This design comes from an exercise in tuning for small area, a short achievable clock period and few clock cycles on the open sky130 flow, not from production work.
RTL that was checked went through simulation tests only; none was proved equivalent to the original.
Only the layout flow was run in runs 5 to 7; the RTL was not checked for function there.
Power and IR drop assume default switching activity.

`flow/run.sh`:
```
#!/bin/bash
# synth_recipe.tcl (not shown) runs the flow's synth.tcl, then flattens the netlist and writes it again
# the make line also repeats each setting of config.mk as NAME=value (left out here)
make -C /OpenROAD-flow-scripts/flow DESIGN_CONFIG=/design/flow/config.mk WORK_HOME=/design/flow/orfs CLKGATE_MAP_FILE= SYNTH_SCRIPT=/design/flow/synth_recipe.tcl finish
```
`flow/design.v`:
```
package smePkg;
    typedef logic [8-1:0] smeChar;
    typedef logic [5-1:0] smeIndex;
    typedef struct packed {
        smeChar [8-1:0] chars;
        smeChar prevChar;
        smeChar endChar;
        logic atStart;
        logic atEnd;
    } smeWindow;
    typedef struct packed {
        smeChar [8-1:0] core;
        logic [3:0] coreLen;
        logic anchorStart;
        logic anchorEnd;
    } smePattern;
    typedef enum logic [1:0] {
        loadString,
        loadPattern,
        scan,
        result
    } smeState;
endpackage
`timescale 1ns/10ps
module smeTop
(
    input  logic       clk,
    input  logic       reset,
    input  logic [7:0] charData,
    input  logic       isString,
    input  logic       isPattern,
    output logic       valid,
    output logic       match,
    output logic [4:0] matchIndex
);
    localparam int S = 32;
    function automatic logic geConst(input logic [4:0] a, input int b);
        logic r;
        r = 1'b1;
        for (int k = 0; k < 5; k++)
        begin
            if (b[k])
                r = a[k] & r;
            else
                r = a[k] | r;
        end
        geConst = r;
    endfunction
    function automatic logic [4:0] sub5(input logic [4:0] a, input logic [4:0] b);
        logic borrow;
        borrow = 1'b0;
        for (int k = 0; k < 5; k++)
        begin
            sub5[k] = a[k] ^ b[k] ^ borrow;
            borrow = (~a[k] & b[k]) | (~(a[k] ^ b[k]) & borrow);
        end
    endfunction
    function automatic logic [4:0] inc5(input logic [4:0] a);
        logic carry;
        carry = 1'b1;
        for (int k = 0; k < 5; k++)
        begin
            inc5[k] = a[k] ^ carry;
            carry = a[k] & carry;
        end
    endfunction
    function automatic logic [5:0] highest(input logic [S-1:0] v);
        logic [5:0] n1 [16];
        logic [5:0] n2 [8];
        logic [5:0] n3 [4];
        logic [5:0] n4 [2];
        for (int a = 0; a < 16; a++)
            n1[a] = v[2*a+1] ? {1'b1, 4'd0, 1'b1} : {v[2*a], 5'd0};
        for (int a = 0; a < 8; a++)
            n2[a] = n1[2*a+1][5] ? {1'b1, 3'd0, 1'b1, n1[2*a+1][0]} : {n1[2*a][5], 3'd0, 1'b0, n1[2*a][0]};
        for (int a = 0; a < 4; a++)
            n3[a] = n2[2*a+1][5] ? {1'b1, 2'd0, 1'b1, n2[2*a+1][1:0]} : {n2[2*a][5], 2'd0, 1'b0, n2[2*a][1:0]};
        for (int a = 0; a < 2; a++)
            n4[a] = n3[2*a+1][5] ? {1'b1, 1'd0, 1'b1, n3[2*a+1][2:0]} : {n3[2*a][5], 1'd0, 1'b0, n3[2*a][2:0]};
        highest = n4[1][5] ? {1'b1, 1'b1, n4[1][3:0]} : {n4[0][5], 1'b0, n4[0][3:0]};
    endfunction
    logic [7:0] ring [S];
    logic [S-1:0] cand;
    logic isStringQ;
    logic isPatternQ;
    logic [4:0] sPos;
    logic [4:0] snPos;       
    logic [4:0] kPos;
    logic caretQ;        
    logic dollarQ;       
    always_ff @(posedge clk)
    begin
        ring[0] <= isString ? charData : ring[S-1];
        for (int p = 1; p < S; p++)
        begin
            ring[p] <= ring[p-1];
        end
    end
    always_ff @(posedge clk)
    begin
        sPos <= (isString && !isStringQ) ? 5'd0 : inc5(sPos);
        snPos <= isString ? 5'd31 : inc5(snPos);
    end
    logic [S-1:0] inStr;
    logic [S-1:0] isS0;
    logic [S-1:0] isSN;
    logic [S-1:0] kLe;
    always_ff @(posedge clk)
    begin
        inStr[0] <= isString || inStr[S-1];
        for (int p = 1; p < S; p++)
        begin
            inStr[p] <= inStr[p-1] && !(isString && !isStringQ);
        end
    end
    always_comb
    begin
        for (int q = 0; q < S; q++)
        begin
            isS0[q] = (sPos == 5'(q));
            isSN[q] = (snPos == 5'(q));
            kLe[q] = geConst(kPos, q);
        end
    end
    logic isDot;
    logic isCaret;
    logic isDollar;
    logic [S-1:0] eqm;
    logic [S-1:0] sp;
    logic [S-1:0] dl;
    assign isDot = (charData == 8'h2e);
    assign isCaret = (charData == 8'h5e);
    assign isDollar = (charData == 8'h24);
    always_comb
    begin
        for (int q = 0; q < S; q++)
        begin
            eqm[q] = isDot || (ring[q] == charData);
            sp[q] = (ring[q] == 8'h20);
            dl[q] = (ring[q] == 8'h24);
        end
    end
    logic [S-1:0] base;
    logic [S-1:0] startOk;
    always_comb
    begin
        for (int q = 0; q < S; q++)
        begin
            startOk[q] = (sp[q] || isS0[(q+S-1)%S]) && inStr[(q+S-1)%S];
            base[q] = cand[q] && (!dollarQ || (dl[(q+1)%S] && !isSN[(q+1)%S]));
        end
    end
    logic [S-1:0] candX;
    logic [S-1:0] candY;
    logic keepY;
    always_comb
    begin
        for (int q = 0; q < S; q++)
        begin
            if (!isPatternQ)
            begin
                candX[q] = inStr[q];
                candY[q] = startOk[q];
            end
            else if (caretQ)
            begin
                candX[q] = cand[q];
                candY[q] = 1'b0;
            end
            else
            begin
                candX[q] = base[q] && !isSN[q];
                candY[q] = base[q];
            end
        end
        keepY = isPatternQ ? (!caretQ && isDollar) : isCaret;
    end
    always_ff @(posedge clk)
    begin
        cand <= keepY ? candY : (candX & eqm);
        caretQ <= !isPatternQ && isCaret;
        dollarQ <= isPatternQ && !caretQ && isDollar;
        if (isPattern && !isPatternQ)
        begin
            kPos <= isCaret ? inc5(sPos) : sPos;
        end
    end
    logic [S-1:0] fin;
    logic [S-1:0] fin1;
    logic [S-1:0] fin2;
    logic [S-1:0] atEnd;
    always_comb
    begin
        for (int q = 0; q < S; q++)
        begin
            fin[q] = cand[q] && (!dollarQ || sp[(q+1)%S]);
            fin1[q] = fin[q] && kLe[q];
            fin2[q] = fin[q] && !kLe[q];
            atEnd[q] = cand[q] && isSN[(q+1)%S];
        end
    end
    logic [5:0] h1;
    logic [5:0] h2;
    logic [4:0] hitPos;
    logic hitAny;
    logic hitEnd;
    logic resPend;
    assign h1 = highest(fin1);
    assign h2 = highest(fin2);
    always_ff @(posedge clk or posedge reset)
    begin
        if (reset)
        begin
            isStringQ <= 1'b0;
            isPatternQ <= 1'b0;
            resPend <= 1'b0;
            valid <= 1'b0;
        end
        else
        begin
            isStringQ <= isString;
            isPatternQ <= isPattern;
            resPend <= isPatternQ && !isPattern;
            valid <= resPend;
        end
    end
    always_ff @(posedge clk)
    begin
        hitPos <= h1[5] ? h1[4:0] : h2[4:0];
        hitAny <= h1[5] || h2[5];
        hitEnd <= dollarQ && (|atEnd);
        match <= hitAny || hitEnd;
        matchIndex <= hitAny ? sub5(kPos, hitPos) : hitEnd ? sub5(kPos, sub5(snPos, 5'd2)) : 5'd0;
    end
endmodule
```
`flow/constraint.sdc`:
```
create_clock -name core_clock -period 7.0 [get_ports {clk}]
set_input_delay 1.4000 -clock core_clock [delete_from_list [all_inputs] [get_ports {clk}]]
set_output_delay 1.4000 -clock core_clock [all_outputs]
set_load 0.01 [all_outputs]
```
`flow/config.mk`:
```
export PLATFORM = sky130hd
export DESIGN_NAME = smeTop
export DESIGN_NICKNAME = smeTop
export VERILOG_FILES = /design/flow/design.v
export SDC_FILE = /design/flow/constraint.sdc
export NUM_CORES = 4
export LEC_CHECK = 0
export CAP_MARGIN = 20
export CORE_MARGIN = 2
export CORE_UTILIZATION = 40
export CTS_BUF_LIST = sky130_fd_sc_hd__clkbuf_4 sky130_fd_sc_hd__clkbuf_8
export SETUP_SLACK_MARGIN = 4.5
export SLEW_MARGIN = 20
```
==> flow_metrics.tcl, run 1 <==
set metrics [dict create \
    io_buffer_count 18 \
    vias 14326 \
    dieArea_sq_um 42100 \
    layout_common_cells "dfxtp_1, xnor2_1, nand2_1" \
    grt_util_all_layers_pct 26.9 \
    diodes 0 \
    worst_slack_ns 4.42 \
    via_per_inst 6.05 \
    finalSetupViolCount 0 \
    detail_route.wl_per_cell_um 24.8 \
    yosysWarnings 10 \
    hold_path.class "reg -> reg" \
    grt_pass1_vias 13636 \
    die_y_um 205 \
    ys_seq_elements 354 \
    cts.sinks 354 \
    drcViolationCount 0 \
    initial_core_util_pct 40.7 \
    dp_hpwl_mm 39.5 \
    clock_path_buffers 3 \
    worstPathMaxFanout 20 \
    powerDensity_nw_per_um2 258 \
    synthArstFlopShare_pct 1.13 \
    syn_inst 1729 \
    fin_crit_ns 2.58 \
    coreArea_sq_um 39800 \
    endpoint_kind "flip-flop" \
    p_leak_nw 6.77 \
    crit_type "reg -> reg" \
    tns_ns 0 \
    cts_root_buf "clkbuf_8" \
    fin_nets 1833 \
    p_total_mw 5.01 \
    drive_above_1_share_pct 19.8 \
    arrival_ns 3.15 \
    syn_nets 1763 \
    n_fill_cell 3742 \
    pre_cts_slack_ns 2.97 \
    grt_max_degree 82 \
    final_antenna_net_count 0 \
    num_io_pins 19 \
    drt_pass1_iterations 5 \
    skew_ns 0.0252 \
    ys.flop_type "dfxtp_1" \
    h-tree-depth 2 \
    syn_area_per_cell_sq_um 9.37 \
    clk_latency_ns 0.67 \
    clkTransAtPathRegs_ns 0.06 \
    area_growth_pct 19.7 \
    overflow 0 \
    hold_viol_final 0 \
    grt_pass1_wl_mm 85.6 \
    rsz0062_at_grt "true" \
    gp_congestion 0.956 \
    min_period_over_period_pct 36.9 \
    fmax_mhz 387 \
    required_ns 7.56 \
    outcome "complete, no violations" \
    tightest_slew_ns 0.868 \
    final_common_cell "dfxtp_1" \
    antenna_found_initial 0 \
    numCtsBuffers 58 \
    drt-initial-drc-count 1688 \
    synth_edf_count 5 \
    rows 73 \
    start_kind "flip-flop" \
    syn_area_sq_um 16200 \
    cts_tree "yes" \
    synth.distinct_cells 93 \
    synth-seq-area-share_pct 44.2 \
    die_x_um 205 \
    irDropWorstVdd_mv 0.175 \
    relSlewSlack_pct 42.2 \
    drv_cap 0 \
    routed_wl_mm 58.7 \
    r2r_setup_slack_ns 4.42 \
    drv_slew 0 \
]
==> power by group <==
| group | switching (mW) | internal (mW) |
|---|---|---|
| Combinational | 0.420 | 0.293 |
| Clock | 0.888 | 1.08 |
| Sequential | 0.168 | 2.15 |
==> routing by layer <==
metal / global-route usage (%) / routed length, um / share of wire [%]
met3: 5.75 / 5790 / 9.9
met1: 38.5 / 26200 / 45
met5: 0 / 0 / 0
met4: 10.1 / 2090 / 3.6
met2: 39.6 / 24600 / 42
==> kinds of logic (layout without fill, tap and decap cells) <==
| family | Yosys count | in the layout | share of synthesized area [%] |
|---|---|---|---|
| AOI/OAI and AO/OA | 387 | 387 | 16.2 |
| xor gates and xnor gates | 265 | 265 | 14.3 |
| adders and majority gates | 22 | 22 | 1.98 |
| buffers and inverters | 146 | 260 | 3.88 |
| DFF | 354 | 354 | 44.2 |
| muxes | 11 | 11 | 0.787 |
| and+or+nand+nor | 544 | 544 | 18.7 |
==> registers in the layout, summed over array words and instances, names as in the netlist <==
name,count
cand,32
caretQ,1
dollarQ,1
hitAny,1
hitEnd,1
hitPos,5
inStr,32
isPatternQ,1
isStringQ,1
kPos,5
match,1
matchIndex,5
resPend,1
ring,256
sPos,5
snPos,5
valid,1
==> critical path, stage by stage, from the launching register on <==
cell,delay (ns)
dfxtp_4,0.41
inv_1,0.08
buf_12,0.17
a41oi_4,0.26
o32a_1,0.21
o211ai_1,0.20
nor4_4,0.44
nand2_2,0.20
nor2_4,0.18
mux2_4,0.31
==> stage by stage <==
stage	cell area (sq um)	util [%]	hold WS (ns)	cells
finish	19400	48.7	0.362	2368
global route	19400	48.7	0.373	2368
floorplan	16300	-	0.331	1729
detailed placement	16800	42.1	0.336	2202
CTS	18800	47.2	0.363	2341
global placement	16800	42.1	0.334	2202
==> path summary, 6_finish.rpt <==
path                                         from  depth (start not counted)                    to
worst max-delay path              dollarQ$_DFF_P_                          9     hitPos[2]$_DFF_P_
worst min-delay path            resPend$_DFF_PP0_                          0       valid$_DFF_PP0_
worst max register to register    dollarQ$_DFF_P_                          9     hitPos[2]$_DFF_P_
worst min register to register  resPend$_DFF_PP0_                          0       valid$_DFF_PP0_
max in group asynchronous                   reset                          2  isPatternQ$_DFF_PP0_
min in group asynchronous                   reset                          2     resPend$_DFF_PP0_
==> cell type report <==
type	count	area, sq um	area share (%)
timing repair buffer	102	991	5.11
tap	525	657	3.39
clock inverter	10	78.8	0.406
inverter	54	211	1.09
sequential	354	7180	37.0
clock buffer	94	1190	6.15
multi-input combinational	1229	9080	46.8
==> what timing repair did <==
item / in CTS / in global routing
gates cloned: 1 / 4
buffers inserted: 34 / 23
gates resized for setup: 138 / 69
hold endpoints to repair: 0 / 0
hold buffers: 0 / 0
setup endpoints to repair: 75 / 47
pin swaps: 21 / 19
==> Yosys cell counts (all sizes together), types with 8 or more instances <==
cell type    n  share of area [%]
inv         53                1.2
nand2b      18               0.69
or4         21                1.0
o31ai       12               0.56
dfxtp      345                 43
or4b        18                1.1
ha          16                1.2
and2        30                1.2
nor2        95                2.2
xor2         9               0.49
nor2b       35                1.4
a32oi       25                1.4
nand4       76                3.0
clkbuf      78                2.0
nand2      108                2.5
o21ai       93                2.9
nor4b       14               0.76
nor4        13               0.58
and3         8               0.35
or2         15               0.58
a31oi       23               0.89
nand3       39                1.2
o22ai       62                2.4
a31o        11               0.59
mux2        11               0.79
buf         13               0.43
a21oi       52                1.6
a21o        13               0.60
o211ai      10               0.46
o21a        10               0.46
a311oi      13               0.70
nor3        33                1.2
xnor2      256                 14
Testbench counts, summed over its fixed seeds: cycles 6,945.
==> run 2, diff against run 1 <==
--- a/flow/config.mk
+++ b/flow/config.mk
@@ -8,6 +8,5 @@
 export CAP_MARGIN = 20
 export CORE_MARGIN = 2
 export CORE_UTILIZATION = 40
-export CTS_BUF_LIST = sky130_fd_sc_hd__clkbuf_4 sky130_fd_sc_hd__clkbuf_8
 export SETUP_SLACK_MARGIN = 4.5
 export SLEW_MARGIN = 20
==> run 2 against run 1 <==
Still clean. Combinational power up 3.2%. Clock skew down 0.0075 ns. Via count up 1.3%. Die area unchanged. Register-to-register slack about the same. Critical endpoint unchanged. Largest power group unchanged. Highest routed layer unchanged.
==> flow_metrics.tcl, run 2 <==
set metrics [dict create \
    outcome "complete, no violations" \
    n_fill_cell 3715 \
    final_common_cell "dfxtp_1" \
    fmax_mhz 386 \
    cp_cell_sequence "buf_12, buf_4, o41ai_4, buf_4, buf_4, a32o_2, nor3b_2, and3_4, nand2_1, nor2_4, mux2_4" \
    drcViolationCount 0 \
    grt_util_all_layers_pct 26.8 \
    required_ns 7.45 \
    die_y_um 205 \
    numCtsBuffers 39 \
    yosysMostFrequentCell "dfxtp_1" \
    ys_seq_elements 354 \
    endpoint_kind "flip-flop" \
    cts_root_buf "clkbuf_16" \
    synthTopCellsByCount "dfxtp_1, xnor2_1, nand2_1, nor2_1, o21ai_0" \
    syn_nets 1763 \
    hold_viol_final 0 \
    syn_inst 1729 \
    hold_path.class "reg -> reg" \
    pre_cts_slack_ns 2.97 \
    rsz0062_at_grt "true" \
    cts_tree "yes" \
    detail_route.wl_per_cell_um 25.3 \
    syn_area_sq_um 16200 \
    overflow 0 \
    yosysTopAreaCellShare_pct 42.6 \
    clk_latency_ns 0.56 \
    vias 14511 \
    synth_largest_area_cell "dfxtp_1" \
    synth.distinct_cells 93 \
    tightest_slew_ns 0.899 \
    cts.sinks 354 \
    clock_path_buffers 3 \
    dp_hpwl_mm 39.5 \
    drive_above_1_share_pct 18.3 \
    crit_type "reg -> reg" \
    io_buffer_count 18 \
    largest_reg_flops 256 \
    synthArstFlopShare_pct 1.13 \
    antenna_found_initial 0 \
    diodes 0 \
    die_x_um 205 \
    cpPeakStageDelay_ns 0.42 \
    layout_common_cells "dfxtp_1, xnor2_1, nand2_1" \
    clkTransAtPathRegs_ns 0.06 \
    skew_ns 0.0177 \
    p_leak_nw 6.88 \
    num_io_pins 19 \
    via_per_inst 6.14 \
    ys.flop_type "dfxtp_1" \
    final_antenna_net_count 0 \
    fin_hold_ws_ns 0.351 \
    syn_area_per_cell_sq_um 9.37 \
    synth_edf_count 5 \
    gp_congestion 0.956 \
    yosysWarnings 10 \
    finalSetupViolCount 0 \
    regMostFlops "ring" \
    min_period_over_period_pct 37.0 \
    arrival_ns 3.03 \
    fin_nets 1845 \
    dieArea_sq_um 42100 \
    h-tree-depth 2 \
    grt_max_degree 82 \
    initial_core_util_pct 40.7 \
    coreArea_sq_um 39800 \
    start_kind "flip-flop" \
    worstPathMaxFanout 8 \
    drv_slew 0 \
    worst_slack_ns 4.41 \
    synthTopCellsByArea "dfxtp_1, xnor2_1, nand4_1" \
    relSlewSlack_pct 40.0 \
    drv_cap 0 \
    synth-seq-area-share_pct 44.2 \
    area_growth_pct 21.3 \
    grt_pass1_wl_mm 85.2 \
    ctsHoldBuffers 0 \
    grt_pass1_vias 13406 \
    routed_wl_mm 59.7 \
    tns_ns 0 \
    powerDensity_nw_per_um2 258 \
    p_total_mw 5.08 \
    slowest_stage "dfxtp_4" \
    crit_top_cell "buf_4" \
    irDropWorstVdd_mv 0.216 \
    drt_pass1_iterations 6 \
    fin_crit_ns 2.59 \
    rows 73 \
    reg_top3 "ring (256), cand (32), inStr (32)" \
    drt-initial-drc-count 1695 \
]
==> run 2: critical path: cells and delay by family, from the launching register on <==
family                 cells  cell delay [ns]
AO/OA/AOI/OAI              2             0.36
buffers and inverters      4             0.66
flip-flops                 1             0.42
multiplexers               1             0.31
AND/OR/NAND/NOR            4             0.72
==> run 2: timing repair <==
action | CTS | global route
pin swaps | 19 | 12
cloned | 3 | 9
buffers inserted | 32 | 49
gates resized for setup | 128 | 69
endpoints found under the hold margin | 0 | 0
setup endpoints to repair | 75 | 68
==> run 2: power by group <==
part	switching, mW	leakage (nW)	internal [mW]
Sequential	0.167	2.97	2.15
Clock	0.875	0.601	1.15
Combinational	0.427	3.31	0.309
==> run 2: through the flow <==
| step | instance area (sq um) | util (%) | std cells |
|---|---|---|---|
| after floorplan | 16300 | - | 1729 |
| after global placement | 16800 | 42.1 | 2202 |
| after detailed placement | 16800 | 42.1 | 2202 |
| after CTS | 18800 | 47.3 | 2304 |
| after global routing | 19700 | 49.4 | 2362 |
| final | 19700 | 49.4 | 2362 |
==> run 2: cells by family after synthesis <==
| family | after synthesis | share of synthesized area (%) |
|---|---|---|
| mux | 11 | 0.787 |
| simple gates | 544 | 18.7 |
| xor+xnor | 265 | 14.3 |
| compound gates | 387 | 16.2 |
| fa+ha+maj | 22 | 1.98 |
| buf+inv | 146 | 3.88 |
| flops | 354 | 44.2 |
==> run 2: final cells by class <==
type                       count  area, sq um  area share, %
timing repair buffer         133         1370           6.98
clock buffer                  54         1100           5.61
clock inverter                13          141          0.719
multi-input combinational   1229         9000           45.8
tap                          525          657           3.34
inverter                      54          215           1.09
sequential                   354         7170           36.5
==> run 2: worst paths after layout <==
check,startpoint,to,slack [ns],cells after the start
setup / recovery,dollarQ$_DFF_P_,hitPos[2]$_DFF_P_,4.41,11
hold / removal,resPend$_DFF_PP0_,valid$_DFF_PP0_,0.35,0
setup reg to reg,dollarQ$_DFF_P_,hitPos[2]$_DFF_P_,4.41,11
hold reg to reg,resPend$_DFF_PP0_,valid$_DFF_PP0_,0.35,0
max in group asynchronous,reset,isPatternQ$_DFF_PP0_,5.82,2
min in group asynchronous,reset,resPend$_DFF_PP0_,1.02,2
==> run 2: per-layer routing <==
metal	routed length, um	vias to the layer above	GRT usage [%]
met5	0	-	0
met3	6330	167	4.64
met4	2510	0	9.82
met2	25000	866	39.1
met1	25900	7083	39.4
li1	-	6395	-
==> run 3, diff against run 2 <==
--- a/flow/design.v
+++ b/flow/design.v
@@ -186,27 +186,22 @@
         end
     end
     logic [S-1:0] fin;
-    logic [S-1:0] fin1;
-    logic [S-1:0] fin2;
-    logic [S-1:0] atEnd;
-    always_comb
-    begin
-        for (int q = 0; q < S; q++)
-        begin
-            fin[q] = cand[q] && (!dollarQ || sp[(q+1)%S]);
-            fin1[q] = fin[q] && kLe[q];
-            fin2[q] = fin[q] && !kLe[q];
-            atEnd[q] = cand[q] && isSN[(q+1)%S];
-        end
-    end
-    logic [5:0] h1;
-    logic [5:0] h2;
+    logic [S-1:0] finLo;
+    always_comb
+    begin
+        for (int q = 0; q < S; q++)
+        begin
+            fin[q] = cand[q] && (!dollarQ || sp[(q+1)%S] || isSN[(q+1)%S]);
+            finLo[q] = fin[q] && kLe[q];
+        end
+    end
+    logic [5:0] hLo;
+    logic [5:0] hAll;
     logic [4:0] hitPos;
     logic hitAny;
-    logic hitEnd;
     logic resPend;
-    assign h1 = highest(fin1);
-    assign h2 = highest(fin2);
+    assign hLo = highest(finLo);
+    assign hAll = highest(fin);
     always_ff @(posedge clk or posedge reset)
     begin
         if (reset)
@@ -226,10 +221,9 @@
     end
     always_ff @(posedge clk)
     begin
-        hitPos <= h1[5] ? h1[4:0] : h2[4:0];
-        hitAny <= h1[5] || h2[5];
-        hitEnd <= dollarQ && (|atEnd);
-        match <= hitAny || hitEnd;
-        matchIndex <= hitAny ? sub5(kPos, hitPos) : hitEnd ? sub5(kPos, sub5(snPos, 5'd2)) : 5'd0;
+        hitPos <= hLo[5] ? hLo[4:0] : hAll[4:0];
+        hitAny <= hAll[5];
+        match <= hitAny;
+        matchIndex <= hitAny ? sub5(kPos, hitPos) : 5'd0;
     end
 endmodule
--- a/flow/config.mk
+++ b/flow/config.mk
@@ -8,5 +8,6 @@
 export CAP_MARGIN = 20
 export CORE_MARGIN = 2
 export CORE_UTILIZATION = 40
+export CTS_BUF_LIST = sky130_fd_sc_hd__clkbuf_4 sky130_fd_sc_hd__clkbuf_8
 export SETUP_SLACK_MARGIN = 4.5
 export SLEW_MARGIN = 20
==> run 3 against run 2 <==
Critical path depth is the same. Area after synthesis shrank 2.3%. Global-route usage shrank 3.0 points. Register-to-register slack is essentially flat. Non-clock buffer count shrank 23. Combinational power shrank 5.7%. Final cell count shrank 4.1%. Critical endpoint is now hitPos[1]$_DFF_P_.
==> flow_metrics.tcl, run 3 <==
set metrics [dict create \
    outcome "complete, no violations" \
    drive_above_1_share_pct 20.8 \
    drt_pass1_iterations 5 \
    syn_area_per_cell_sq_um 9.73 \
    via_per_inst 5.84 \
    largest_reg_flops 256 \
    reg2reg_to "hitPos[1]$_DFF_P_" \
    num_io_pins 19 \
    fin_nets 1734 \
    grt_pass1_wl_mm 76.5 \
    regMostFlops "ring" \
    drv_slew 0 \
    syn_area_sq_um 15800 \
    cts.sinks 353 \
    arrival_ns 3.14 \
    yosysMostFrequentCell "dfxtp_1" \
    initial_core_util_pct 40.8 \
    hold_end "valid$_DFF_PP0_" \
    finalSetupViolCount 0 \
    crit_top_cell "buf_4" \
    required_ns 7.56 \
    synthArstFlopShare_pct 1.13 \
    yosysWarnings 10 \
    reg_top3 "ring (256), cand (32), inStr (32)" \
    yosys.area_share.adder_pct 1.41 \
    slowest_stage "dfxtp_4" \
    fmax_mhz 388 \
    synth_top_family_by_area "simple AND/OR/NAND/NOR gates" \
    p_leak_nw 6.71 \
    yosysTopAreaCellShare_pct 43.5 \
    grt_util_all_layers_pct 23.8 \
    synth-simple-area-share_pct 18.8 \
    drt-initial-drc-count 1123 \
    grt_pass1_vias 13120 \
    routed_wl_mm 50.7 \
    coreArea_sq_um 38800 \
    overflow 0 \
    io_buffer_count 18 \
    tns_ns 0 \
    die_y_um 203 \
    dp_hpwl_mm 31.1 \
    worstPathMaxFanout 4 \
    gp_congestion 0.956 \
    rows 72 \
    synthTopCellsByCount "dfxtp_1, xnor2_1, nor2_1, nand2_1, nand4_1" \
    synth_edf_count 5 \
    synth_largest_area_cell "dfxtp_1" \
    die_x_um 203 \
    grt_max_degree 70 \
    hold_path.class "reg -> reg" \
    h-tree-depth 2 \
    cts_tree "yes" \
    crit_buf_inv 3 \
    min_period_over_period_pct 36.9 \
    cp_cell_sequence "inv_4, ha_4, buf_4, nand4b_1, o211ai_4, a22oi_2, o311ai_4, a211oi_2, buf_4, o21ai_0, nor3_2" \
    ys.flop_type "dfxtp_1" \
    diodes 0 \
    area_growth_pct 19.3 \
    cpLargestDelayFamily "compound AO/OA/AOI/OAI gates" \
    endpoint_kind "flip-flop" \
    clock_path_buffers 3 \
    synthMuxAreaShare_pct 0.917 \
    drv_cap 0 \
    min_path_cells 0 \
    layout_common_cells "dfxtp_1, xnor2_1, nand2_1" \
    fin_crit_ns 2.58 \
    placed_cell_area_sq_um 16400 \
    tightest_slew_ns 0.838 \
    synth-compound-area-share_pct 15.9 \
    drcViolationCount 0 \
    r2r_setup_slack_ns 4.42 \
    skew_ns 0.0229 \
    hold_viol_final 0 \
    ys_seq_elements 353 \
    final_antenna_net_count 0 \
    cpPeakStageDelay_ns 0.40 \
    synth-seq-area-share_pct 45.1 \
    synthTopCellsByArea "dfxtp_1, xnor2_1, nand4_1" \
    synth-xor-area-share_pct 14.5 \
    finalInstanceArea_sq_um 18900 \
    syn_inst 1628 \
    min_from "resPend$_DFF_PP0_" \
    powerDensity_nw_per_um2 255 \
    syn_nets 1656 \
    dieArea_sq_um 41200 \
    numCtsBuffers 57 \
    vias 13230 \
    rr_worst_depth 11 \
    crit_type "reg -> reg" \
    clkTransAtPathRegs_ns 0.06 \
    detail_route.wl_per_cell_um 22.4 \
    rr_startpoint "snPos[0]$_SDFF_PP1_" \
    final_common_cell "dfxtp_1" \
    start_kind "flip-flop" \
    rsz0062_at_grt "true" \
    relSlewSlack_pct 44.0 \
    synth.distinct_cells 104 \
    irDropWorstVdd_mv 0.111 \
    antenna_found_initial 0 \
    clk_latency_ns 0.65 \
    cts_root_buf "clkbuf_8" \
]
## run 3: final cells by class
class	instances	area [sq um]
Fill cell	3586	19900
Inverter	36	138
Clock inverter	8	42.5
Timing Repair Buffer	110	1030
Multi-Input combinational cell	1148	8730
Tap cell	518	648
Sequential cell	353	7160
Clock buffer	91	1140
## run 3: worst max path at each step
stage,startpoint,to,cells past startpoint
6_report,snPos[0]$_SDFF_PP1_,hitPos[1]$_DFF_P_,11
5_1_grt,ring[7][6]$_DFF_P_,hitPos[0]$_DFF_P_,9
4_1_cts,valid$_DFF_PP0_,valid,1
3_5_place_dp,charData[6],cand[7]$_DFF_P_,9
3_3_place_gp,charData[6],cand[7]$_DFF_P_,9
2_1_floorplan,charData[7],cand[18]$_DFF_P_,8
## run 3: per-stage QoR
| stage | std cells | util [%] | setup slack, ns | total power [mW] | hold slack (ns) |
|---|---|---|---|---|---|
| final | 2264 | 48.7 | 4.42 | 4.82 | 0.352 |
| after global routing | 2264 | 48.7 | 4.39 | 5.01 | 0.374 |
| after CTS | 2247 | 47.6 | 4.45 | 4.81 | 0.359 |
| after detailed placement | 2094 | 42.2 | 3.00 | 2.91 | 0.349 |
| after global placement | 2094 | 42.2 | 3.12 | 2.91 | 0.335 |
| after floorplan | 1628 | - | 4.09 | 2.72 | 0.331 |
## run 3: logic make-up (layout without fill, tap and decap cells)
logic type	after synthesis	count (layout)
adders and majority gates	16	16
DFF	353	353
AOI/OAI and AO/OA	353	353
and+or+nand+nor	504	504
buffers and inverters	127	245
xor gates and xnor gates	262	262
muxes	13	13
## run 3: timing repair
action / CTS / global route
hold buffers: 0 / 0
pin swaps: 47 / 23
buffers inserted: 53 / 14
gates cloned: 1 / 3
endpoints found under the setup margin: 74 / 39
gates resized for setup: 131 / 48
endpoints found under the hold margin: 0 / 0
## run 3: layer usage
| metal | share of wire, % | wire, um | vias up | GRT usage, % |
|---|---|---|---|---|
| met5 | 0 | 0 | - | 0 |
| met4 | 4.2 | 2130 | 0 | 10.3 |
| met3 | 7.9 | 4000 | 120 | 5.23 |
| met2 | 44 | 22500 | 514 | 37.7 |
| met1 | 43 | 22000 | 6510 | 31.3 |
| li1 | - | - | 6086 | - |
## run 3: power breakdown
part           total, mW  switching [mW]  internal, mW
logic              0.694           0.400         0.294
registers           2.30           0.150          2.15
clock network       1.83           0.808          1.02
Testbench counts of run 3, summed over its fixed seeds: cycles 6,945.
==> run 4, diff against run 3 <==
--- a/flow/config.mk
+++ b/flow/config.mk
@@ -7,7 +7,9 @@
 export LEC_CHECK = 0
 export CAP_MARGIN = 20
 export CORE_MARGIN = 2
-export CORE_UTILIZATION = 40
+export CORE_UTILIZATION = 60
 export CTS_BUF_LIST = sky130_fd_sc_hd__clkbuf_4 sky130_fd_sc_hd__clkbuf_8
+export CTS_CLUSTER_DIAMETER = 60
+export CTS_CLUSTER_SIZE = 14
 export SETUP_SLACK_MARGIN = 4.5
 export SLEW_MARGIN = 20
==> run 4 against run 3 <==
Cell area down 3.8%. Maximum frequency fell by 3.4%. Synthesized cell count is the same. Clock skew is 0.0048 ns higher. Via count is 1.6% lower. Utilization rose by 21 points. Total power fell by 13%. Area after synthesis stayed put. Clock power fell by 36%. Final cell count fell by 10%. Largest cell class unchanged. Sequential share of layout area up 1.5 points.
==> flow_metrics.tcl, run 4 <==
set metrics [dict create \
    outcome "complete, no violations" \
    required_ns 7.51 \
    synth.distinct_cells 104 \
    syn_area_sq_um 15800 \
    drv_cap 0 \
    area_growth_pct 14.7 \
    rsz0062_at_grt "true" \
    dieArea_sq_um 27700 \
    synth_edf_count 5 \
    hold_viol_final 0 \
    grt_util_all_layers_pct 33.1 \
    clock_path_buffers 3 \
    synthArstFlopShare_pct 1.13 \
    placed_cell_area_sq_um 16200 \
    drt-initial-drc-count 1256 \
    hold_path.class "reg -> reg" \
    clkTransAtPathRegs_ns 0.09 \
    synthTopCellsByArea "dfxtp_1, xnor2_1, nand4_1" \
    relSlewSlack_pct 38.9 \
    synthTopCellsByCount "dfxtp_1, xnor2_1, nor2_1, nand2_1, nand4_1" \
    worst_slack_ns 4.33 \
    via_per_inst 6.40 \
    skew_ns 0.0276 \
    fin_nets 1716 \
    final_antenna_net_count 0 \
    ctsHoldBuffers 0 \
    fin_hold_ws_ns 0.359 \
    grt_pass1_vias 12493 \
    finalSetupViolCount 0 \
    fmax_mhz 374 \
    pre_cts_slack_ns 3.06 \
    yosysWarnings 10 \
    clk_latency_ns 0.64 \
    die_x_um 166 \
    arrival_ns 3.18 \
    endpoint_kind "flip-flop" \
    die_y_um 166 \
    drcViolationCount 0 \
    coreArea_sq_um 26000 \
    synth-seq-area-share_pct 45.1 \
    num_io_pins 19 \
    regMostFlops "ring" \
    ys_seq_elements 353 \
    cts_root_buf "clkbuf_8" \
    dp_hpwl_mm 30.2 \
    syn_inst 1628 \
    crit_type "reg -> reg" \
    yosysMostFrequentCell "dfxtp_1" \
    final_common_cell "dfxtp_1" \
    io_buffer_count 18 \
    detail_route.wl_per_cell_um 24.4 \
    layout_common_cells "dfxtp_1, xnor2_1, nand2_1" \
    worstPathMaxFanout 5 \
    overflow 0 \
    p_leak_nw 6.41 \
    reg_top3 "ring (256), cand (32), inStr (32)" \
    ys.flop_type "dfxtp_1" \
    drive_above_1_share_pct 18.1 \
    place_inst 1911 \
    rows 59 \
    grt_max_degree 70 \
    yosysTopAreaCellShare_pct 43.5 \
    drv_slew 0 \
    syn_area_per_cell_sq_um 9.73 \
    syn_nets 1656 \
    routed_wl_mm 49.7 \
    gp_congestion 0.974 \
    initial_core_util_pct 60.9 \
    finalInstanceArea_sq_um 18200 \
    powerDensity_nw_per_um2 232 \
    tns_ns 0 \
    antenna_found_initial 0 \
    synth_largest_area_cell "dfxtp_1" \
    largest_reg_flops 256 \
    instances_no_fill 2034 \
    numCtsBuffers 31 \
    cts_tree "yes" \
    min_period_over_period_pct 38.2 \
    vias 13016 \
    start_kind "flip-flop" \
    tightest_slew_ns 0.914 \
    grt_pass1_wl_mm 72.6 \
    h-tree-depth 1 \
    diodes 0 \
    drt_pass1_iterations 5 \
    cts.sinks 353 \
    irDropWorstVdd_mv 0.289 \
    fin_crit_ns 2.67 \
]
[run 4: cell types whose count changed in the layout (fill, tap and decap cells not counted), moves of 4 or more]
| cell | before | now |
|---|---|---|
| a311oi_2 | 9 | 2 |
| a211oi_2 | 6 | 2 |
| clkbuf_8 | 74 | 31 |
| buf_4 | 69 | 74 |
| a311oi_1 | 1 | 8 |
| clkbuf_4 | 18 | 6 |
| nor2_2 | 5 | 1 |
| clkinv_2 | 7 | 1 |
[run 4: what timing repair did]
action | in CTS | in global routing
cloned | 1 | 5
pin swaps | 16 | 36
buffers inserted | 31 | 42
gates resized for setup | 90 | 94
setup endpoints to repair | 87 | 78
[run 4: report_power, final]
part | switching (mW) | internal, mW
logic | 0.416 | 0.314
registers | 0.159 | 2.14
clock network | 0.695 | 0.482
[run 4: metal layers]
metal	GRT usage, %	part of all wire [%]	up-vias	routed length (um)
li1	-	-	6002	-
met2	51.7	45	506	22200
met3	5.23	7.3	123	3630
met5	0	0	-	0
met1	46.1	43	6385	21600
met4	13.6	4.5	0	2230
[run 4: kinds of logic after synthesis]
logic type / share of synthesized area, %
xor+xnor: 14.5
simple gates: 18.8
compound gates: 15.9
fa+ha+maj: 1.41
flops: 45.1
mux: 0.917
buf+inv: 3.44
[run 4: path summary, 6_finish.rpt]
check	startpoint	end	slack [ns]	cells past startpoint
hold / removal	resPend$_DFF_PP0_	valid$_DFF_PP0_	0.36	0
setup reg to reg	snPos[1]$_SDFF_PP1_	hitPos[1]$_DFF_P_	4.33	12
setup / recovery	snPos[1]$_SDFF_PP1_	hitPos[1]$_DFF_P_	4.33	12
hold reg to reg	resPend$_DFF_PP0_	valid$_DFF_PP0_	0.36	0
min in group asynchronous	reset	resPend$_DFF_PP0_	0.94	2
max in group asynchronous	reset	isPatternQ$_DFF_PP0_	5.90	2
[run 4: stage by stage]
stage | utilization, % | power (mW)
after floorplan | - | 2.72
after global placement | 62.3 | 2.90
after detailed placement | 62.3 | 2.92
after CTS | 66.4 | 4.11
after global routing | 69.9 | 4.34
final | 69.9 | 4.21
[run 4: final cells by class]
type | instances | area, sq um
clock buffers | 37 | 472
clock inverters | 7 | 83.8
fillers | 2060 | 7820
inverters | 36 | 143
multi-input cells | 1148 | 8740
flip-flops and latches | 353 | 7160
well taps | 335 | 419
repair buffers | 118 | 1160
[run 4: critical path, stage by stage (launching register included)]
cell	delay, ns
dfxtp_4	0.41
inv_4	0.06
ha_4	0.17
buf_4	0.20
nand4b_2	0.14
nand2_1	0.11
o21ai_4	0.26
buf_4	0.16
o221ai_4	0.11
a211oi_4	0.35
nand4_4	0.17
nor4_4	0.33
nor3_2	0.06
==> run 5, diff against run 4 <==
--- a/flow/design.v
+++ b/flow/design.v
@@ -46,6 +46,15 @@
         end
         geConst = r;
     endfunction
+    function automatic logic gt5(input logic [4:0] a, input logic [4:0] b);
+        logic r;
+        r = 1'b0;
+        for (int k = 0; k < 5; k++)
+        begin
+            r = (a[k] & ~b[k]) | (~(a[k] ^ b[k]) & r);
+        end
+        gt5 = r;
+    endfunction
     function automatic logic [4:0] sub5(input logic [4:0] a, input logic [4:0] b);
         logic borrow;
         borrow = 1'b0;
@@ -101,18 +110,9 @@
         sPos <= (isString && !isStringQ) ? 5'd0 : inc5(sPos);
         snPos <= isString ? 5'd31 : inc5(snPos);
     end
-    logic [S-1:0] inStr;
     logic [S-1:0] isS0;
     logic [S-1:0] isSN;
     logic [S-1:0] kLe;
-    always_ff @(posedge clk)
-    begin
-        inStr[0] <= isString || inStr[S-1];
-        for (int p = 1; p < S; p++)
-        begin
-            inStr[p] <= inStr[p-1] && !(isString && !isStringQ);
-        end
-    end
     always_comb
     begin
         for (int q = 0; q < S; q++)
@@ -146,7 +146,7 @@
     begin
         for (int q = 0; q < S; q++)
         begin
-            startOk[q] = (sp[q] || isS0[(q+S-1)%S]) && inStr[(q+S-1)%S];
+            startOk[q] = sp[q] || isS0[(q+S-1)%S];
             base[q] = cand[q] && (!dollarQ || (dl[(q+1)%S] && !isSN[(q+1)%S]));
         end
     end
@@ -159,7 +159,7 @@
         begin
             if (!isPatternQ)
             begin
-                candX[q] = inStr[q];
+                candX[q] = 1'b1;
                 candY[q] = startOk[q];
             end
             else if (caretQ)
@@ -219,11 +219,15 @@
             valid <= resPend;
         end
     end
+    logic [4:0] hitIdx;
+    logic hitOk;
+    assign hitIdx = sub5(kPos, hitPos);
+    assign hitOk = hitAny && !gt5(hitIdx, sub5(sub5(sPos, snPos), 5'd1));
     always_ff @(posedge clk)
     begin
         hitPos <= hLo[5] ? hLo[4:0] : hAll[4:0];
         hitAny <= hAll[5];
-        match <= hitAny;
-        matchIndex <= hitAny ? sub5(kPos, hitPos) : 5'd0;
+        match <= hitOk;
+        matchIndex <= hitOk ? hitIdx : 5'd0;
     end
 endmodule
==> run 5 against run 4 <==
Register-to-register slack worse by 0.36 ns. Clock skew up 0.0033 ns. Sequential share of layout area decreased by 1.7 points. Non-clock buffer count stayed put. Cell area down 4.8%. Hold slack better by 0.0027 ns. Global-route usage grew 5.2 points. Total power shrank 1.3%. Sequential power fell by 7%. Clock-buffer cell count decreased by 2. Die area shrank 8.0%. Critical path type unchanged. Largest cell class unchanged. Largest power group unchanged.
==> flow_metrics.tcl, run 5 <==
set metrics [dict create \
    grt_pass1_wl_mm 75.1 \
    clock_path_buffers 3 \
    ys_seq_elements 321 \
    min_period_over_period_pct 43.2 \
    final_common_cell "dfxtp_1" \
    drt-initial-drc-count 1716 \
    initial_core_util_pct 61.5 \
    dieArea_sq_um 25500 \
    arrival_ns 3.58 \
    p_total_mw 4.15 \
    rr_startpoint "sPos[0]$_SDFF_PP0_" \
    reg_top3 "ring (256), cand (32)" \
    cts_tree "yes" \
    tns_ns 0 \
    num_io_pins 19 \
    dp_hpwl_mm 33.0 \
    vias 12745 \
    drv_cap 0 \
    worst_slack_ns 3.97 \
    syn_nets 1497 \
    min_from "resPend$_DFF_PP0_" \
    skew_ns 0.0310 \
    numCtsBuffers 29 \
    grt_pass1_vias 12029 \
    synth-seq-area-share_pct 44.7 \
    cts.sinks 321 \
    fin_util_pct 73.3 \
    syn_area_per_cell_sq_um 9.97 \
    rr_worst_depth 14 \
    fin_nets 1568 \
    synth_edf_count 5 \
    yosysTopAreaCellShare_pct 43.0 \
    drive_above_1_share_pct 22.7 \
    h-tree-depth 1 \
    irDropWorstVdd_mv 0.257 \
    p_leak_nw 6.16 \
    grt_util_all_layers_pct 38.4 \
    diodes 0 \
    fin_crit_ns 3.03 \
    pre_cts_slack_ns 2.49 \
    crit_type "reg -> reg" \
    via_per_inst 6.86 \
    ys.flop_type "dfxtp_1" \
    synth_largest_area_cell "dfxtp_1" \
    yosysMostFrequentCell "dfxtp_1" \
    area_growth_pct 19.0 \
    clkTransAtPathRegs_ns 0.10 \
    rows 56 \
    clk_latency_ns 0.61 \
    worstPathMaxFanout 6 \
    synthArstFlopShare_pct 1.25 \
    placed_cell_area_sq_um 14900 \
    layout_common_cells "dfxtp_1, xnor2_1, nand2_1" \
    powerDensity_nw_per_um2 240 \
    synth.distinct_cells 99 \
    syn_area_sq_um 14500 \
    largest_reg_flops 256 \
    tightest_slew_ns 0.793 \
    drcViolationCount 0 \
    start_kind "flip-flop" \
    n_fill_cell 1690 \
    hold_path.class "reg -> reg" \
    routed_wl_mm 52.3 \
    grt_max_degree 43 \
    io_buffer_count 18 \
    die_y_um 160 \
    finalSetupViolCount 0 \
    endpoint_kind "flip-flop" \
    yosysWarnings 10 \
    finalInstanceArea_sq_um 17300 \
    synthTopCellsByCount "dfxtp_1, xnor2_1, nand2_1, nor2_1, nand4_1" \
    fmax_mhz 330 \
    die_x_um 160 \
    hold_viol_final 0 \
    gp_congestion 1.00 \
    synthTopCellsByArea "dfxtp_1, xnor2_1, xor2_1" \
    min_path_cells 0 \
    drv_slew 0 \
    required_ns 7.55 \
    antenna_found_initial 1 \
    syn_inst 1458 \
    rsz0062_at_grt "true" \
    drt_pass1_iterations 7 \
    worstSetupStartpoint "sPos[0]$_SDFF_PP0_" \
    coreArea_sq_um 23600 \
    outcome "complete, no violations" \
    overflow 0 \
    cts_root_buf "clkbuf_8" \
    regMostFlops "ring" \
    final_antenna_net_count 0 \
    detail_route.wl_per_cell_um 28.2 \
    ctsHoldBuffers 0 \
    relSlewSlack_pct 47.0 \
]
[run 5: changes by cell type after synthesis, sizes merged, moves of 20 or more]
cell	previous run	this run
and2	29	9
xnor2	246	217
xor2	16	48
nor2	98	77
buf	21	41
a31oi	32	9
dfxtp	344	312
clkbuf	70	39
[run 5: area by class of cell]
type                       instances  area (sq um)  area share, %
tap                              319           399           2.31
timing repair buffer             118          1410           8.14
multi-input combinational       1028          8320           48.1
clock buffer                      35           457           2.64
inverter                          31           145          0.839
sequential                       321          6520           37.7
clock inverter                     6          48.8          0.282
[run 5: kinds of logic (layout without fill, tap and decap cells)]
logic type               count (synthesis)  in the layout  share of synthesized area, %
AND/OR/NAND/NOR                        440            442                          18.5
adder cells (fa/ha/maj)                 27             27                          2.63
flip-flops                             321            321                          44.7
XOR/XNOR                               265            265                          16.0
AO/OA/AOI/OAI                          286            286                          14.0
buffers and inverters                  111            190                          3.53
multiplexers                             8              8                         0.620
[run 5: report_power, final]
part | internal, mW | switching, mW
sequential | 1.97 | 0.160
clock | 0.431 | 0.647
combinational | 0.401 | 0.542
total | 2.80 | 1.35
[run 5: critical path, stage by stage, from the launching register on]
cell      delay [ns]
dfxtp_4         0.36
inv_4           0.06
ha_4            0.12
inv_2           0.03
fa_2            0.33
fa_2            0.35
inv_2           0.07
fa_1            0.39
ha_2            0.20
xnor2_2         0.14
xnor2_1         0.21
ha_1            0.27
o21ai_2         0.06
nand3b_1        0.20
nor2_1          0.17
[run 5: metal layers]
metal / track usage, % / up-vias / wire length (um)
li1: - / 5429 / -
met1: 52.4 / 6118 / 20700
met2: 57.3 / 927 / 22000
met3: 10.7 / 265 / 6700
met4: 15.7 / 6 / 2870
met5: 1.70 / - / 92
[run 5: final timing paths]
check | endpoint | slack [ns]
worst max-delay path | matchIndex[3]$_SDFF_PN0_ | 3.97
worst min-delay path | valid$_DFF_PP0_ | 0.36
worst max register to register | matchIndex[3]$_SDFF_PN0_ | 3.97
worst min register to register | valid$_DFF_PP0_ | 0.36
max in group asynchronous | isStringQ$_DFF_PP0_ | 5.89
min in group asynchronous | isPatternQ$_DFF_PP0_ | 0.96
[run 5: what timing repair did]
action / 4_1_cts / 5_1_grt
buffers inserted: 38 / 36
gates resized for setup: 134 / 139
endpoints found under the setup margin: 57 / 46
pin swaps: 31 / 56
hold endpoints to repair: 0 / 0
gates cloned: 9 / 3
[run 5: through the flow]
| step | cells | hold slack (ns) |
|---|---|---|
| CTS | 1819 | 0.365 |
| detailed placement | 1731 | 0.344 |
| floorplan | 1458 | 0.331 |
| finish | 1858 | 0.361 |
| global route | 1858 | 0.371 |
| global placement | 1731 | 0.336 |
==> run 6, diff against run 5 <==
--- a/flow/config.mk
+++ b/flow/config.mk
@@ -7,9 +7,7 @@
 export LEC_CHECK = 0
 export CAP_MARGIN = 20
 export CORE_MARGIN = 2
-export CORE_UTILIZATION = 60
+export CORE_UTILIZATION = 40
 export CTS_BUF_LIST = sky130_fd_sc_hd__clkbuf_4 sky130_fd_sc_hd__clkbuf_8
-export CTS_CLUSTER_DIAMETER = 60
-export CTS_CLUSTER_SIZE = 14
 export SETUP_SLACK_MARGIN = 4.5
 export SLEW_MARGIN = 20
==> run 6 against run 5 <==
Sequential share of layout area fell by 2.3 points. Highest routed layer unchanged. Register-to-register slack better by 0.05 ns. Critical path type unchanged. Clock-buffer cell count is 49 higher. Global-route usage fell by 11 points. Die area grew 49%. Critical path depth is the same. Final cell count grew 12%. Sequential power about the same.
==> flow_metrics.tcl, run 6 <==
set metrics [dict create \
    drt-initial-drc-count 1362 \
    numCtsBuffers 53 \
    drive_above_1_share_pct 26.4 \
    cpPeakStageDelay_ns 0.41 \
    hold_viol_final 0 \
    layout_common_cells "dfxtp_1, xnor2_1, buf_4" \
    hold_path.class "reg -> reg" \
    reg_top3 "ring (256), cand (32)" \
    drt_pass1_iterations 6 \
    die_x_um 195 \
    syn_inst 1458 \
    required_ns 7.53 \
    fin_crit_ns 2.98 \
    regMostFlops "ring" \
    synthTopCellsByArea "dfxtp_1, xnor2_1, xor2_1" \
    die_y_um 195 \
    rr_startpoint "sPos[0]$_SDFF_PP0_" \
    cts.sinks 321 \
    arrival_ns 3.51 \
    grt_pass1_wl_mm 79.5 \
    synth-seq-area-share_pct 44.7 \
    diodes 0 \
    rsz0062_at_grt "true" \
    synth.distinct_cells 99 \
    vias 12705 \
    yosysWarnings 10 \
    p_leak_nw 6.62 \
    antenna_found_initial 3 \
    ys_seq_elements 321 \
    routed_wl_mm 53.5 \
    powerDensity_nw_per_um2 267 \
    yosysMostFrequentCell "dfxtp_1" \
    clk_latency_ns 0.62 \
    num_io_pins 19 \
    endpoint_kind "flip-flop" \
    synth_edf_count 5 \
    syn_nets 1497 \
    grt_pass1_vias 12822 \
    worstPathMaxFanout 6 \
    via_per_inst 6.11 \
    drv_slew 0 \
    drcViolationCount 0 \
    tightest_slew_ns 0.862 \
    crit_type "reg -> reg" \
    area_growth_pct 26.6 \
    min_period_over_period_pct 42.6 \
    fmax_mhz 335 \
    outcome "complete, no violations" \
    reg2reg_to "matchIndex[3]$_SDFF_PN0_" \
    min_path_cells 0 \
    detail_route.wl_per_cell_um 25.7 \
    dp_hpwl_mm 32.2 \
    drv_cap 0 \
    finalSetupViolCount 0 \
    largest_reg_flops 256 \
    overflow 0 \
    grt_max_degree 43 \
    clkTransAtPathRegs_ns 0.06 \
    coreArea_sq_um 35700 \
    skew_ns 0.0441 \
    synthArstFlopShare_pct 1.25 \
    hold_end "valid$_DFF_PP0_" \
    synth_largest_area_cell "dfxtp_1" \
    ys.flop_type "dfxtp_1" \
    synthTopCellsByCount "dfxtp_1, xnor2_1, nand2_1, nor2_1, nand4_1" \
    yosysTopAreaCellShare_pct 43.0 \
    syn_area_sq_um 14500 \
    relSlewSlack_pct 42.4 \
    cts_tree "yes" \
    fin_nets 1617 \
    irDropWorstVdd_mv 0.184 \
    syn_area_per_cell_sq_um 9.97 \
    cp_cell_sequence "inv_4, ha_4, inv_2, fa_2, fa_2, inv_2, fa_1, ha_2, xnor2_2, xnor2_2, ha_1, o21ai_1, nand3b_1, nor2_1" \
    ctsHoldBuffers 0 \
    h-tree-depth 2 \
    clock_path_buffers 3 \
    io_buffer_count 18 \
    final_antenna_net_count 0 \
    grt_util_all_layers_pct 27.7 \
    final_common_cell "dfxtp_1" \
    tns_ns 0 \
    dieArea_sq_um 37900 \
    cts_root_buf "clkbuf_8" \
    gp_congestion 0.972 \
    r2r_setup_slack_ns 4.02 \
    slowest_stage "fa_1" \
    start_kind "flip-flop" \
    initial_core_util_pct 40.8 \
    placed_cell_area_sq_um 15100 \
    rr_worst_depth 14 \
    min_from "resPend$_DFF_PP0_" \
    finalInstanceArea_sq_um 18400 \
    rows 69 \
]
run 6: cell types whose count changed in the layout (fill, tap and decap cells not counted), moves of 9 or more:
cell,before,now
clkbuf_4,4,19
o22ai_1,21,33
clkbuf_8,31,67
buf_4,52,72
o22ai_2,9,0
run 6: where the power goes:
group	internal [mW]	total, mW	switching [mW]
Clock	1.07	1.85	0.783
Combinational	0.399	0.935	0.536
Sequential	1.97	2.12	0.148
run 6: cell type report:
| class | count | area, sq um |
|---|---|---|
| Clock inverter | 13 | 160 |
| Sequential cell | 321 | 6510 |
| Timing Repair Buffer | 142 | 1580 |
| Multi-Input combinational cell | 1029 | 8370 |
| Tap cell | 461 | 577 |
| Fill cell | 3154 | 17300 |
| Clock buffer | 84 | 1050 |
| Inverter | 31 | 153 |
run 6: what timing repair did:
item	CTS	global route
setup endpoints to repair	57	46
resized for setup	196	65
pin swaps	49	44
cloned	11	2
buffers inserted	83	16
run 6: worst max path at each step:
stage | startpoint | to | slack (ns) | cells past startpoint
floorplan | charData[0] | cand[30]$_DFF_P_ | 3.95 | 13
global placement | charData[0] | cand[12]$_DFF_P_ | 2.62 | 13
detailed placement | charData[0] | cand[12]$_DFF_P_ | 2.58 | 13
CTS | sPos[0]$_SDFF_PP0_ | matchIndex[4]$_SDFF_PN0_ | 3.97 | 14
global route | sPos[0]$_SDFF_PP0_ | matchIndex[1]$_SDFF_PN0_ | 3.85 | 14
finish | sPos[0]$_SDFF_PP0_ | matchIndex[3]$_SDFF_PN0_ | 4.02 | 14
run 6: layer usage:
layer  GRT usage, %  up-vias  part of all wire, %
met5              0        -                0.032
met4           15.0        2                  6.3
met3           8.24      250                   11
met2           40.9      790                   41
met1           36.4     6089                   41
li1               -     5574                    -
run 6: cells by family (layout without fill, tap and decap cells):
kind of cell	Yosys count	in the layout	synth area share (%)
AND/OR/NAND/NOR	440	443	18.5
flip-flops	321	321	44.7
AO/OA/AOI/OAI	286	286	14.0
XOR/XNOR	265	265	16.0
buffers and inverters	111	270	3.53
adder cells (fa/ha/maj)	27	27	2.63
multiplexers	8	8	0.620
run 6: worst max-delay path: cells and delay by family, from the launching register on:
family | cells | cell delay (ns)
XOR/XNOR | 2 | 0.28
flip-flops | 1 | 0.35
buffers and inverters | 3 | 0.16
AND/OR/NAND/NOR | 2 | 0.34
adder cells (fa/ha/maj) | 6 | 1.68
AO/OA/AOI/OAI | 1 | 0.08
run 6: through the flow:
stage | hold WS [ns] | power (mW) | std cells | utilization, % | setup slack (ns)
after CTS | 0.349 | 4.88 | 2063 | 50.5 | 3.97
after detailed placement | 0.340 | 2.92 | 1872 | 42.4 | 2.58
after global placement | 0.335 | 2.91 | 1872 | 42.4 | 2.62
after floorplan | 0.331 | 2.68 | 1458 | - | 3.95
final | 0.353 | 4.91 | 2081 | 51.6 | 4.02
after global routing | 0.351 | 5.09 | 2081 | 51.6 | 3.85
==> run 7, diff against run 6 <==
--- a/flow/design.v
+++ b/flow/design.v
@@ -125,7 +125,7 @@
     logic isDot;
     logic isCaret;
     logic isDollar;
-    logic [S-1:0] eqm;
+    logic [S-1:0] eq;
     logic [S-1:0] sp;
     logic [S-1:0] dl;
     assign isDot = (charData == 8'h2e);
@@ -135,7 +135,7 @@
     begin
         for (int q = 0; q < S; q++)
         begin
-            eqm[q] = isDot || (ring[q] == charData);
+            eq[q] = (ring[q] == charData);
             sp[q] = (ring[q] == 8'h20);
             dl[q] = (ring[q] == 8'h24);
         end
@@ -175,9 +175,18 @@
         end
         keepY = isPatternQ ? (!caretQ && isDollar) : isCaret;
     end
-    always_ff @(posedge clk)
-    begin
-        cand <= keepY ? candY : (candX & eqm);
+    logic selY;
+    logic selDot;
+    logic selEq;
+    assign selY = keepY;
+    assign selDot = !keepY && isDot;
+    assign selEq = !keepY;
+    always_ff @(posedge clk)
+    begin
+        for (int q = 0; q < S; q++)
+        begin
+            cand[q] <= (selY && candY[q]) || (selDot && candX[q]) || (selEq && candX[q] && eq[q]);
+        end
         caretQ <= !isPatternQ && isCaret;
         dollarQ <= isPatternQ && !caretQ && isDollar;
         if (isPattern && !isPatternQ)
@@ -219,10 +228,18 @@
             valid <= resPend;
         end
     end
+    logic [4:0] loPos;
+    logic loLeK;
     logic [4:0] hitIdx;
     logic hitOk;
+    always_ff @(posedge clk)
+    begin
+        loPos <= sub5(kPos, sub5(sub5(sPos, snPos), 5'd1));
+        loLeK <= !gt5(sub5(kPos, sub5(sub5(sPos, snPos), 5'd1)), kPos);
+    end
     assign hitIdx = sub5(kPos, hitPos);
-    assign hitOk = hitAny && !gt5(hitIdx, sub5(sub5(sPos, snPos), 5'd1));
+    assign hitOk = hitAny && (loLeK ? (!gt5(loPos, hitPos) && !gt5(hitPos, kPos))
+                                    : (!gt5(loPos, hitPos) || !gt5(hitPos, kPos)));
     always_ff @(posedge clk)
     begin
         hitPos <= hLo[5] ? hLo[4:0] : hAll[4:0];
==> run 7 against run 6 <==
Still clean. Cell area decreased by 3.2%. Area after synthesis increased by 1.9%. Setup slack got worse by 0.42 ns. Via count down 2.8%. Final cell count is 1.2% higher. Sequential share of layout area rose by 1.8 points. Utilization shrank 2.8 points. Maximum frequency is 12% lower. Critical path type unchanged. Critical endpoint is now loLeK$_DFF_P_. Largest cell class unchanged. Highest routed layer is now met4.
==> flow_metrics.tcl, run 7 <==
set metrics [dict create \
    largest_reg_flops 256 \
    tns_ns 0 \
    required_ns 7.53 \
    rows 70 \
    relSlewSlack_pct 51.5 \
    die_y_um 196 \
    synthArstFlopShare_pct 1.22 \
    synth_largest_area_cell "dfxtp_1" \
    regMostFlops "ring" \
    crit_top_cell "fa_2" \
    drt-initial-drc-count 1182 \
    synth.distinct_cells 85 \
    cts_root_buf "clkbuf_8" \
    cpPeakStageDelay_ns 0.53 \
    syn_nets 1580 \
    fmax_mhz 294 \
    tightest_slew_ns 0.725 \
    instances_no_fill 2107 \
    worstPathMaxFanout 2 \
    layout_common_cells "dfxtp_1, xnor2_1, nand2_1" \
    area_growth_pct 20.2 \
    h-tree-depth 2 \
    ys_seq_elements 327 \
    pre_cts_slack_ns 2.72 \
    finalSetupViolCount 0 \
    fin_nets 1647 \
    cts.sinks 327 \
    rr_startpoint "sPos[0]$_SDFF_PP0_" \
    clock_path_buffers 3 \
    grt_pass1_wl_mm 73.4 \
    drcViolationCount 0 \
    crit_cells 15 \
    routed_wl_mm 49.3 \
    start_kind "flip-flop" \
    min_path_cells 0 \
    rsz0062_at_grt "true" \
    diodes 0 \
    grt_util_all_layers_pct 24.7 \
    synthTopCellsByArea "dfxtp_1, xnor2_1, nand4_1" \
    hold_path.class "reg -> reg" \
    hold_viol_final 0 \
    syn_area_sq_um 14800 \
    p_leak_nw 6.29 \
    endpoint_kind "flip-flop" \
    io_buffer_count 18 \
    via_per_inst 5.86 \
    cts_tree "yes" \
    num_io_pins 19 \
    detail_route.wl_per_cell_um 23.4 \
    powerDensity_nw_per_um2 291 \
    min_period_over_period_pct 48.6 \
    synthTopCellsByCount "dfxtp_1, xnor2_1, nand2_1, o21ai_0, nand4_1" \
    yosysTopAreaCellShare_pct 43.0 \
    gp_congestion 0.901 \
    rr_worst_depth 15 \
    coreArea_sq_um 36500 \
    dieArea_sq_um 38600 \
    clkTransAtPathRegs_ns 0.06 \
    outcome "complete, no violations" \
    yosysWarnings 10 \
    synth-seq-area-share_pct 44.7 \
    cpLargestDelayFamily "adder cells" \
    worst_slack_ns 3.60 \
    numCtsBuffers 54 \
    reg_top3 "ring (256), cand (32)" \
    syn_inst 1531 \
    clk_latency_ns 0.62 \
    drt_pass1_iterations 6 \
    overflow 0 \
    n_fill_cell 3380 \
    arrival_ns 3.93 \
    final_antenna_net_count 0 \
    hold_end "valid$_DFF_PP0_" \
    drive_above_1_share_pct 20.9 \
    reg2reg_to "loLeK$_DFF_P_" \
    slowest_stage "fa_2" \
    final_common_cell "dfxtp_1" \
    antenna_found_initial 0 \
    vias 12355 \
    synth_edf_count 5 \
    dp_hpwl_mm 31.9 \
    skew_ns 0.0251 \
    syn_area_per_cell_sq_um 9.68 \
    grt_max_degree 38 \
    r2r_setup_slack_ns 3.60 \
    ys.flop_type "dfxtp_1" \
    irDropWorstVdd_mv 0.154 \
    ctsHoldBuffers 0 \
    fin_crit_ns 3.40 \
    die_x_um 196 \
    cp_cell_sequence "inv_4, ha_4, inv_2, fa_2, fa_2, inv_2, ha_4, inv_2, fa_2, fa_2, xnor2_2, xnor2_2, xnor2_2, ha_1, a21oi_1" \
    crit_buf_inv 4 \
    place_inst 1951 \
    initial_core_util_pct 40.6 \
    min_from "resPend$_DFF_PP0_" \
    yosysMostFrequentCell "dfxtp_1" \
    drv_cap 0 \
    crit_type "reg -> reg" \
    grt_pass1_vias 12070 \
    drv_slew 0 \
]
==> run 7: cell count changes after synthesis, moves of 14 or more <==
| cell | change |
|---|---|
| o21ai_0 | +27 |
| a211oi_1 | -15 |
| xnor2_1 | +47 |
| clkbuf_1 | +14 |
| xor2_1 | -47 |
| a31oi_1 | +16 |
| inv_1 | +25 |
| a21oi_1 | +17 |
==> run 7: timing repair <==
item | CTS | global route
hold endpoints to repair | 0 | 0
pin swaps | 10 | 21
endpoints found under the setup margin | 61 | 45
buffers inserted | 20 | 31
resized for setup | 83 | 92
cloned | 5 | 3
==> run 7: power breakdown <==
| group | internal, mW | switching (mW) |
|---|---|---|
| sequential | 2.03 | 0.168 |
| combinational | 0.533 | 0.604 |
| clock | 1.06 | 0.785 |
| total | 3.62 | 1.56 |
==> run 7: cells by family (layout without fill, tap and decap cells) <==
group | Yosys count | after routing | share of synthesized area, %
muxes | 11 | 11 | 0.836
xor gates and xnor gates | 265 | 265 | 15.7
AOI/OAI and AO/OA | 310 | 310 | 13.3
and+or+nand+nor | 444 | 447 | 18.0
adders and majority gates | 38 | 38 | 3.70
DFF | 327 | 327 | 44.7
buffers and inverters | 136 | 241 | 3.81
==> run 7: final cells by class <==
type | count | area (sq um) | share of cell area [%]
multi-input cells | 1071 | 8290 | 46.6
flip-flops and latches | 327 | 6630 | 37.2
clock buffers | 85 | 1090 | 6.11
repair buffers | 86 | 850 | 4.77
well taps | 468 | 586 | 3.29
inverters | 57 | 236 | 1.33
clock inverters | 12 | 119 | 0.667
repair inverters | 1 | 11.3 | 0.0632
==> run 7: layer usage <==
metal	wire length (um)	share of wire, %	track usage (%)
met1	21800	44	34.2
met2	21000	43	37.2
met3	4600	9.3	5.37
met4	1960	4.0	10.2
met5	0	0	0
==> run 7: how the worst max path moves through the flow <==
stage,start,endpoint,slack [ns]
floorplan,sPos[0]$_SDFF_PP0_,loLeK$_DFF_P_,3.68
global placement,charData[7],cand[14]$_DFF_P_,2.76
detailed placement,charData[7],cand[14]$_DFF_P_,2.72
CTS,sPos[0]$_SDFF_PP0_,loLeK$_DFF_P_,3.55
global route,sPos[0]$_SDFF_PP0_,loLeK$_DFF_P_,3.48
finish,sPos[0]$_SDFF_PP0_,loLeK$_DFF_P_,3.60
==> run 7: stage by stage <==
step / area [sq um] / total power, mW / hold WS, ns / utilization [%]
5_1_grt: 17800 / 5.40 / 0.363 / 48.8
3_5_place_dp: 15500 / 3.13 / 0.346 / 42.4
2_1_floorplan: 15100 / 2.85 / 0.331 / -
6_report: 17800 / 5.18 / 0.354 / 48.8
3_3_place_gp: 15500 / 3.11 / 0.333 / 42.4
4_1_cts: 17100 / 5.09 / 0.359 / 46.8

==> port drivers added, routing unchanged <==
No port has a modelled driver above. Below, the same layouts with a new extraction and two added sets of constraints.
Step 1: set_driving_cell puts a clkbuf_16 on clk and a buf_2 on each other input, an assumption about the parent block.
Step 2 moves the port delays by t, midway between the first and last clock arrival at a register: inputs arrive t later, outputs are due t later. That takes back most of the time a late clock gives input paths.
a / b / c = ideal / step 1 / step 2; a / b = the first two.
run | t (ns) | setup slack, ns | clock arrival spread, ns | worst slew at a driven data input, ns
run 1 | 0.710 | 4.416 / 4.416 / 3.849 | 0.026 / 0.025 | 0.03
run 2 | 0.603 | 4.412 / 4.412 / 3.928 | 0.021 / 0.021 | 0.06
run 3 | 0.685 | 4.420 / 4.419 / 3.882 | 0.030 / 0.029 | 0.04
run 4 | 0.674 | 4.328 / 4.328 / 3.863 | 0.031 / 0.032 | 0.04
run 5 | 0.643 | 3.973 / 3.973 / 3.629 | 0.035 / 0.035 | 0.05
run 6 | 0.653 | 4.018 / 4.018 / 3.459 | 0.044 / 0.044 | 0.05
run 7 | 0.652 | 3.595 / 3.595 / 3.595 | 0.033 / 0.032 | 0.05
After both steps setup and hold are still met in every run listed. For run 1, which loses most, drivers alone change the setup slack by 0.000 ns; drivers and shift together by -0.567 ns.
